What follows belongs to an exercise in optimizing a design on an open flow for a short achievable clock period and few clock cycles; a production flow would make more cautious choices. At most, simulation tests tie the RTL to the original design; equivalence was not proved. No activity file was given, so power comes from the tool's default toggle rates.

// pcpu_top
module pcpu_top (
    input  logic              clock,
    input  logic              reset,
    input  logic              i_enable,
    input  logic              i_start,
    input  logic [pipe_pkg::DATA_W-1:0] i_i_data,
    input  logic [pipe_pkg::DATA_W-1:0] i_d_rdata,
    output logic [7:0]        o_i_addr,
    output logic [7:0]        o_d_addr,
    output logic [pipe_pkg::DATA_W-1:0] o_d_wdata,
    output logic              o_d_we,
    output logic              o_running
);
Settings: LEC_CHECK=0, CAP_MARGIN=20, CORE_MARGIN=2, CORE_UTILIZATION=30, PLACE_DENSITY=0.45, SETUP_SLACK_MARGIN=2.7, SLEW_MARGIN=20; clock period 4.5 ns.
run.sh (not shown) runs the stock make flow with config.mk's settings and CLKGATE_MAP_FILE= SYNTH_SCRIPT=/design/flow/synth_recipe.tcl, a recipe that flattens the netlist after the stock synthesis.
Then changed:
--- a/flow/design.v
+++ b/flow/design.v
@@ -62,24 +62,22 @@
     logic [15:0] sl_m, sr_m;
     logic [7:0]  d_addr;
     logic        e_au;       
     logic [7:0]  c_p, c_q;
     logic        c_cin;
     logic        e_sh;       
     logic [7:0]  t_a, t_b;
     logic [15:0] e_s;        
     logic        zf;
     logic        nf;
     logic [15:0] regs [1:7];
-    logic [7:1]  wb_we;
-    logic [15:0] wb_d, wb_d_k;
     logic [15:0] sum, r_log;
     logic [15:0] r_sll, r_srl;
     logic [15:0] e_result;
     logic        z_add, z_log, z_sll, z_srl;
     logic        zc, nc;
     logic        e_take;
     logic [7:0]  t_sum;
     logic [15:0] sl_t, sr_t;
     logic [15:0] ks_g [0:4];
     logic [15:0] ks_p [0:4];
     logic [16:0] carry;
@@ -183,25 +181,25 @@
     assign sel_a1 = d_addi | d_subi | d_bb;
     assign sel_a2 = d_ld | d_st | d_sll | d_srl | d_add | d_sub | d_cmp | d_logic;
     assign sel_b3 = d_add | d_sub | d_cmp | d_logic;
     always_comb begin
         if (d_ldih)
             imm_b = {w[7:0], 8'h00};
         else if (d_ld | d_st | d_sll | d_srl)
             imm_b = {12'h000, w[3:0]};
         else
             imm_b = {8'h00, w[7:0]};
     end
-    assign ra1 = (f1 == 3'd0) ? 16'h0000 : (wb_we[f1] ? wb_d : regs[f1]);
-    assign ra2 = (f2 == 3'd0) ? 16'h0000 : (wb_we[f2] ? wb_d : regs[f2]);
-    assign ra3 = (f3 == 3'd0) ? 16'h0000 : (wb_we[f3] ? wb_d : regs[f3]);
+    assign ra1 = (f1 == 3'd0) ? 16'h0000 : regs[f1];
+    assign ra2 = (f2 == 3'd0) ? 16'h0000 : regs[f2];
+    assign ra3 = (f3 == 3'd0) ? 16'h0000 : regs[f3];
     assign fw1 = e_wr && (e_dest == f1);
     assign fw2 = e_wr && (e_dest == f2);
     assign fw3 = e_wr && (e_dest == f3);
     assign fwd_a = (sel_a1 & fw1) | (sel_a2 & fw2);
     assign fwd_b = sel_b3 & fw3;
     assign fwd_s = fw1;
     always_comb begin
         a_rf  = ({16{sel_a1}} & ra1) | ({16{sel_a2}} & ra2);
         b_rf  = sel_b3 ? ra3 : imm_b;
         a_val = fwd_a ? e_result : a_rf;
         b_val = fwd_b ? e_result : b_rf;
@@ -249,43 +247,41 @@
     assign take_start = i_start && !started;
     assign fetch      = (running && !halt_seen) || take_start;
     assign issue_ok   = fetch && !e_take;
     assign issue      = issue_ok && !d_halt && !hazard;
     always_ff @(posedge clock or negedge reset) begin
         if (!reset) begin
             running   <= 1'b0;
             started   <= 1'b0;
             halt_seen <= 1'b0;
             fa        <= '0;
             e_we      <= '0;
-            wb_we     <= '0;
             e_wr      <= 1'b0;
             e_st      <= 1'b0;
             e_setf    <= 1'b0;
             e_bz      <= 1'b0;
             e_bnz     <= 1'b0;
             e_bn      <= 1'b0;
             e_bnn     <= 1'b0;
         end else if (i_enable) begin
             if (take_start) begin
                 started   <= 1'b1;
                 running   <= 1'b1;
                 halt_seen <= d_halt;
             end else if (running && (halt_seen || (d_halt && issue_ok))) begin
                 running <= 1'b0;
             end
             if (fetch)
                 fa <= fa_next;
             for (int k = 1; k < 8; k++)
                 e_we[k] <= issue && d_wr && (f1 == 3'(k));
-            wb_we  <= e_we;
             e_wr   <= issue && d_wr;
             e_st   <= issue && d_st;
             e_setf <= issue && d_setf;
             e_bz   <= issue && d_bb && d_bz;
             e_bnz  <= issue && d_bb && d_bnz;
             e_bn   <= issue && d_bb && d_bn;
             e_bnn  <= issue && d_bb && d_bnn;
         end
     end
     logic [2:0]  n_e_dest;
     logic        n_e_ld, n_x_c, n_l_x, n_l_n, n_c_cin, n_e_sh, n_e_au;
@@ -397,34 +393,30 @@
         e_sh_k <= i_enable ? n_e_sh : e_sh;
         e_au <= i_enable ? n_e_au : e_au_k;
         e_au_k <= i_enable ? n_e_au : e_au;
         t_a <= i_enable ? n_t_a : t_a_k;
         t_a_k <= i_enable ? n_t_a : t_a;
         t_b <= i_enable ? n_t_b : t_b_k;
         t_b_k <= i_enable ? n_t_b : t_b;
         e_s <= i_enable ? n_e_s : e_s_k;
         e_s_k <= i_enable ? n_e_s : e_s;
     end
     always_ff @(posedge clock) begin
-        wb_d   <= i_enable ? e_result : wb_d_k;
-        wb_d_k <= i_enable ? e_result : wb_d;
-    end
-    always_ff @(posedge clock) begin
         if (i_enable) begin
             if (e_setf) begin
                 zf <= zc;
                 nf <= nc;
             end
             for (int k = 1; k < 8; k++)
-                if (wb_we[k])
-                    regs[k] <= wb_d;
+                if (e_we[k])
+                    regs[k] <= e_result;
         end
     end
 endmodule
 module ks_add8 (
     input  logic [7:0] i_a,
     input  logic [7:0] i_b,
     output logic [7:0] o_sum
 );
     logic [7:0] g [0:3];
     logic [7:0] p [0:3];
     always_comb begin
=> Synthesized area came out lower by a few percent; clock-buffer cell count grows by 11; setup slack improved by 0.40 ns; total power fell by a few percent; hold slack gets worse by 0.013 ns; global-route usage falls by 0.83 points; utilization rises by 0.14 points; synthesized cell count falls by a few percent; via count falls by a few percent; die area went down by a few percent.
Testbench counts after the change, summed over its fixed seeds: cycles 13,981.
Only the layout flow was run in the first run of this note; the RTL was not checked for function there.

## afterwards: timing with drivers on the ports
In the flow no input, the clock included, has a driving cell. The finished layouts below were timed again as built, in two steps. Step 1, drivers: a clkbuf_16 drives clock and a buf_2 each remaining input, both assumed. Step 2, shift: input delay + t, output delay - t, t = (earliest + latest rising clock arrival at the registers) / 2. This alone moves slack from input paths to output paths. Slacks: ideal ports / drivers / drivers and shift; pairs: ideal ports / drivers.
run | t, ns | setup slack, ns | hold slack, ns | pins driven straight from the clock port
the first run | 0.724 | 1.277 / 1.281 / 0.556 | 0.418 / 0.418 / 0.418 | 1
the second run | 0.688 | 1.672 / 1.672 / 0.996 | 0.404 / 0.404 / 0.404 | 1
After both steps setup and hold are still met in every run listed. The setup slack of the first run, which loses most, moves by +0.004 ns with the drivers and by -0.721 ns with both steps.
